From an optimization exercise on the open Yosys and OpenROAD flow, aimed at small area, a short achievable clock period and few clock cycles per item; shortcuts taken in it are not production practice. In this exercise RTL edits were held to simulation tests only and were not proved equivalent to the original.

== JK ==
// lsu_top
module lsu_top (
  input  logic                          clk,
  input  logic                          rst,
  input  lsu_pkg::beat_t                in_data,
  input  logic                          in_valid,
  output logic                          in_ready,
  output lsu_pkg::beat_t                out_data,
  output logic                          out_valid,
  input  logic                          out_ready,
  input  logic                          start,
  input  logic                          store,
  output logic                          done,
  input  lsu_pkg::cfg_t                 len,
  input  lsu_pkg::cfg_t                 seg_count,
  input  lsu_pkg::cfg_t                 block_factor,
  input  lsu_pkg::cfg_t                 seg_stride,
  input  lsu_pkg::cfg_t                 addr_offset,
  output lsu_pkg::addr_t                ram_addr,
  output lsu_pkg::word_t                ram_d,
  output logic                          ram_we,
  output logic [lsu_pkg::num_banks-1:0] ram_ce,
  input  logic [lsu_pkg::num_banks*lsu_pkg::word_w-1:0] ram_q
);
make LEC_CHECK=0 CAP_MARGIN=20 CORE_MARGIN=2 CORE_UTILIZATION=40 SLEW_MARGIN=20 finish   # period 5.0 ns
run.sh (not shown) runs the stock make flow with config.mk's settings and CLKGATE_MAP_FILE= SYNTH_SCRIPT=/design/flow/synth_recipe.tcl, a recipe that flattens the netlist after the stock synthesis.
JK is listed as incomplete: the tool reported an error in I/O pin placement (3_2_place_iop) and the run ended there.
Testbench counts of JK, summed over its fixed seeds: cycles 73,854, items 9,040.
diff inputs: JK => MS
- clearing CORE_MARGIN, which used to be 2
- putting CORE_AREA at 3 3 897 97 where nothing was set
- putting DIE_AREA at 0 0 900 100 where nothing was set
- clearing CORE_UTILIZATION, which used to be 40
| flip-flop and latch count after synthesis | MS vs JK | ≈ equal |
Initial core utilization in MS is 2.2 points lower than in JK
Comparing MS against JK, there is no change at all in post-synthesis cell count.
In MS, the placement row count came out about 70% below the value in JK.
MS vs JK: die height down by more than half
Looking at the reports, MS completed the entire flow and the layout it produced met the timing, DRC and antenna checks.
From JK to MS the numbers moved as follows: post-synthesis area per instance held; async set or reset register ratio after synthesis held; width of the die went up 620 um.
Here is what was changed in the inputs of AL compared with MS.
- changing CORE_AREA from 3 3 897 97 to 3 3 497 497
- changing DIE_AREA from 0 0 900 100 to 0 0 500 500
==> flow/flow/run.sh (new file) <==
#!/bin/bash
# Standard ORFS layout, except that ports get the smallest plain buffer
# (buf_1) instead of the delay buffer buffer_ports picks on its own.
set -euo pipefail
bash standard.sh \
  "BUFFER_PORTS_ARGS=-buffer_cell sky130_fd_sc_hd__buf_1" \
  finish > standard_make.log 2>&1
==> flow/standard.sh (new file) <==
#!/bin/bash
# synth_recipe.tcl (not shown) runs the flow's synth.tcl, then flattens the netlist and writes it again
# the make line also repeats each setting of config.mk as NAME=value (left out here)
make -C /OpenROAD-flow-scripts/flow DESIGN_CONFIG=/design/flow/config.mk WORK_HOME=/design/flow/orfs CLKGATE_MAP_FILE= SYNTH_SCRIPT=/design/flow/synth_recipe.tcl "${@:-finish}"
removed: flow/run.sh
Results
- Against MS, post-DP HPWL in AL came out worse.
- Diff MS -> AL | routed wire length | up by more than half
- Changes observed in AL relative to MS: design area fell by 4700 um^2, die footprint climbed 180%, final worst-path cycle share went down by 1.8 points.
- Of AL and MS, it is AL that has the higher tap cell count.
- On AL: combined buffer and inverter count along the critical path is 2 lower than what MS gave.
- Going from MS to AL, clock-pin slew on the worst setup and hold paths shrinks by 0.04 ns.

---

## the baseline
The RTL this note starts from:
==> flow/design.v <==
package lsu_pkg;
  localparam int word_w         = 64;
  localparam int beat_w         = 512;
  localparam int words_per_beat = beat_w / word_w;
  localparam int num_banks      = 4;
  localparam int addr_w         = 12;
  localparam int rd_latency     = 4;
  localparam int fifo_depth     = 2;
  localparam int cfg_w          = 16;
  typedef logic [word_w-1:0]            word_t;
  typedef logic [beat_w-1:0]            beat_t;
  typedef logic [addr_w-1:0]            addr_t;
  typedef logic [$clog2(num_banks)-1:0] bank_t;
  typedef logic [cfg_w-1:0]             cfg_t;
endpackage
module lsu_top (
  input  logic                          clk,
  input  logic                          rst,
  input  lsu_pkg::beat_t                in_data,
  input  logic                          in_valid,
  output logic                          in_ready,
  output lsu_pkg::beat_t                out_data,
  output logic                          out_valid,
  input  logic                          out_ready,
  input  logic                          start,
  input  logic                          store,
  output logic                          done,
  input  lsu_pkg::cfg_t                 len,
  input  lsu_pkg::cfg_t                 seg_count,
  input  lsu_pkg::cfg_t                 block_factor,
  input  lsu_pkg::cfg_t                 seg_stride,
  input  lsu_pkg::cfg_t                 addr_offset,
  output lsu_pkg::addr_t                ram_addr,
  output lsu_pkg::word_t                ram_d,
  output logic                          ram_we,
  output logic [lsu_pkg::num_banks-1:0] ram_ce,
  input  logic [lsu_pkg::num_banks*lsu_pkg::word_w-1:0] ram_q
);
  localparam int AW = lsu_pkg::addr_w;
  localparam int CW = lsu_pkg::cfg_w;
  localparam int WW = lsu_pkg::word_w;
  localparam int RL = lsu_pkg::rd_latency;
  typedef struct packed {
    logic [AW-1:0] cur;       
    logic [AW-1:0] row;       
    logic [AW-1:0] seg;       
    logic [1:0]    bank;      
    logic [CW-1:0] blk_rem;   
    logic [CW-1:0] j_rem;     
    logic [CW-1:0] s_rem;     
  } gen_t;
  gen_t       g, g_step, snap_a, snap_b;
  logic [2:0] wib;            
  logic       busy;
  logic       is_st;
  logic       iss_done;
  logic [1:0] n_snap;         
  logic       j_last, blk_last, x_last;
  logic       issue, flush, deliver, push;
  logic       done_next;
  logic [RL:0] rv;            
  logic [RL:0] rlb;           
  logic [RL:0] rlx;           
  logic [1:0]  rbk [RL+1];
  logic        out_last;
  logic [WW-1:0] ret_word;
  assign j_last   = (g.j_rem == CW'(1));
  assign blk_last = (g.blk_rem == CW'(1));
  assign x_last   = j_last & (g.s_rem == CW'(1));
  assign deliver = out_valid & out_ready;
  assign flush   = out_valid & ~out_ready;
  assign issue   = busy & ~iss_done & (is_st ? in_valid : ~flush);
  assign push    = issue & ~is_st & (wib == 3'd0);
  always_comb begin
    g_step = g;
    if (j_last) begin
      g_step.seg     = g.seg + seg_stride[AW-1:0];
      g_step.cur     = g_step.seg;
      g_step.row     = g_step.seg;
      g_step.bank    = 2'd0;
      g_step.blk_rem = block_factor;
      g_step.j_rem   = len;
      g_step.s_rem   = g.s_rem - 1'b1;
    end else begin
      g_step.j_rem = g.j_rem - 1'b1;
      if (blk_last) begin
        g_step.blk_rem = block_factor;
        g_step.bank    = g.bank + 1'b1;
        if (g.bank == 2'd3) begin
          g_step.cur = g.cur + 1'b1;
          g_step.row = g.cur + 1'b1;
        end else begin
          g_step.cur = g.row;
        end
      end else begin
        g_step.blk_rem = g.blk_rem - 1'b1;
        g_step.cur     = g.cur + 1'b1;
      end
    end
  end
  always_ff @(posedge clk) begin
    if (start) begin
      g.cur     <= addr_offset[AW-1:0];
      g.row     <= addr_offset[AW-1:0];
      g.seg     <= addr_offset[AW-1:0];
      g.bank    <= 2'd0;
      g.blk_rem <= block_factor;
      g.j_rem   <= len;
      g.s_rem   <= seg_count;
      wib       <= 3'd0;
      is_st     <= store;
    end else if (flush) begin
      g   <= snap_a;
      wib <= 3'd0;
    end else if (issue) begin
      g   <= g_step;
      wib <= wib + 1'b1;
    end
  end
  always_ff @(posedge clk) begin
    if (deliver & (n_snap == 2'd2)) begin
      snap_a <= snap_b;
    end else if (push & ((n_snap == 2'd0) | (deliver & (n_snap == 2'd1)))) begin
      snap_a <= g;
    end
    if (push & (deliver ? (n_snap == 2'd2) : (n_snap == 2'd1))) begin
      snap_b <= g;
    end
  end
  always_ff @(posedge clk) begin
    if (rst) begin
      busy     <= 1'b0;
      iss_done <= 1'b0;
      n_snap   <= 2'd0;
      done     <= 1'b0;
      in_ready <= 1'b0;
    end else begin
      if (start) begin
        busy     <= 1'b1;
        iss_done <= 1'b0;
      end else begin
        if (done_next) busy <= 1'b0;
        if (flush) iss_done <= 1'b0;
        else if (issue & x_last) iss_done <= 1'b1;
      end
      if (flush) n_snap <= 2'd0;
      else       n_snap <= n_snap + 2'(push) - 2'(deliver);
      done     <= done_next;
      in_ready <= ~start & busy & is_st & ~(issue & x_last) &
                  (issue ? (wib == 3'd6) : (wib == 3'd7));
    end
  end
  assign done_next = busy & (is_st ? (issue & x_last) : (deliver & out_last));
  assign ram_we = is_st;
  always_ff @(posedge clk) begin
    if (rst) begin
      ram_ce <= '0;
      rv     <= '0;
      out_valid <= 1'b0;
    end else begin
      ram_ce <= issue ? (4'b0001 << g.bank) : 4'b0000;
      rv     <= flush ? '0 : {rv[RL-1:0], issue & ~is_st};
      out_valid <= rv[RL] & rlb[RL] & ~flush;
    end
  end
  always_ff @(posedge clk) begin
    ram_addr <= g.cur;
    ram_d    <= in_data[wib*WW +: WW];
    rlb      <= {rlb[RL-1:0], wib == 3'd7};
    rlx      <= {rlx[RL-1:0], x_last};
    rbk[0]   <= g.bank;
    for (int i = 1; i <= RL; i++) rbk[i] <= rbk[i-1];
    out_last <= rlx[RL];
  end
  assign ret_word = ram_q[rbk[RL]*WW +: WW];
  always_ff @(posedge clk) begin
    out_data <= {ret_word, out_data[lsu_pkg::beat_w-1:WW]};
  end
endmodule
export LEC_CHECK = 0
export CAP_MARGIN = 20
export CORE_MARGIN = 2
export CORE_UTILIZATION = 40
export SLEW_MARGIN = 20
create_clock -name core_clock -period 5.0 [get_ports {clk}]
standard.sh (not shown) runs the stock make flow with config.mk's settings and CLKGATE_MAP_FILE= SYNTH_SCRIPT=/design/flow/synth_recipe.tcl, a recipe that flattens the netlist after the stock synthesis.
==> flow/flow/run.sh <==
#!/bin/bash
# Standard ORFS layout with two changes: ports get the smallest plain buffer
# (buf_1) instead of the delay buffer buffer_ports picks on its own, and pins
# may sit on every routing track so that 1450 ports fit a die sized by the
# core utilisation.
set -euo pipefail
bash standard.sh \
  "BUFFER_PORTS_ARGS=-buffer_cell sky130_fd_sc_hd__buf_1" \
  "PLACE_PINS_ARGS=-min_distance 1 -min_distance_in_tracks" \
  finish > standard_make.log 2>&1
The flow ended early for the baseline: it failed with a tool error in 5_1_grt.
Testbench counts of the baseline, summed over its fixed seeds: cycles 73,854, items 9,040.
Modified inputs, the candidate compared to the baseline
- CORE_UTILIZATION: 40 -> unset
- CORE_MARGIN: 2 -> unset
- CORE_AREA: unset -> 3 3 497 497
- DIE_AREA: unset -> 0 0 500 500
==> flow/run.sh (new file) <==
#!/bin/bash
# synth_recipe.tcl (not shown) runs the flow's synth.tcl, then flattens the netlist and writes it again
# the make line also repeats each setting of config.mk as NAME=value (left out here)
make -C /OpenROAD-flow-scripts/flow DESIGN_CONFIG=/design/flow/config.mk WORK_HOME=/design/flow/orfs CLKGATE_MAP_FILE= SYNTH_SCRIPT=/design/flow/synth_recipe.tcl finish
removed: flow/flow/run.sh
removed: flow/standard.sh
Having completed the whole flow, the candidate delivered a layout that passed the timing, DRC and antenna checks. Comparing the baseline against the candidate, there is no change at all in register bit count reported by yosys. Looking at HPWL reported at the end of detailed placement across the candidate and the baseline, the one that comes out lower is the baseline. Across both runs, number of rows in the core area was higher for the candidate than for the baseline. Going from the baseline to the candidate, initial core utilization shrinks by 28 points. The candidate vs the baseline, routability congestion estimate went down by 4.5%. Between the baseline and the candidate, TritonCTS buffer count increased. Placed cell count (higher): the candidate.

static timing again, ports no longer ideal:
No port has a modelled driver above. Below, the same layouts with a new extraction and two added sets of constraints.
Step 1 sets driving cells, clkbuf_16 on the clock port and buf_2 on the other inputs (assumed; they add their load-dependent delay and slew).
Step 2 adds t to the input delays and takes it off the output delays; t is the mean of the earliest and latest rising clock arrival at the registers after step 1. Input paths then give back, and output paths get back, about the clock's delay inside the block.
Slacks: no drivers / after step 1 / after step 2; pairs: no drivers / after step 1.
run	t, ns	setup slack, ns	hold slack, ns	clock arrival spread, ns	cell pins on the clock port's net
MS	0.752	1.256 / 1.281 / 0.529	0.328 / 0.328 / 0.328	0.045 / 0.046	1
AL	0.789	1.344 / 1.344 / 0.760	0.326 / 0.326 / 0.326	0.067 / 0.067	1
the candidate	0.808	1.529 / 1.465 / 0.721	0.286 / 0.286 / 0.286	0.103 / 0.103	1
After both steps every run listed still meets setup and hold. For the candidate, which loses most, drivers alone change the setup slack by -0.064 ns; drivers and shift together by -0.808 ns.
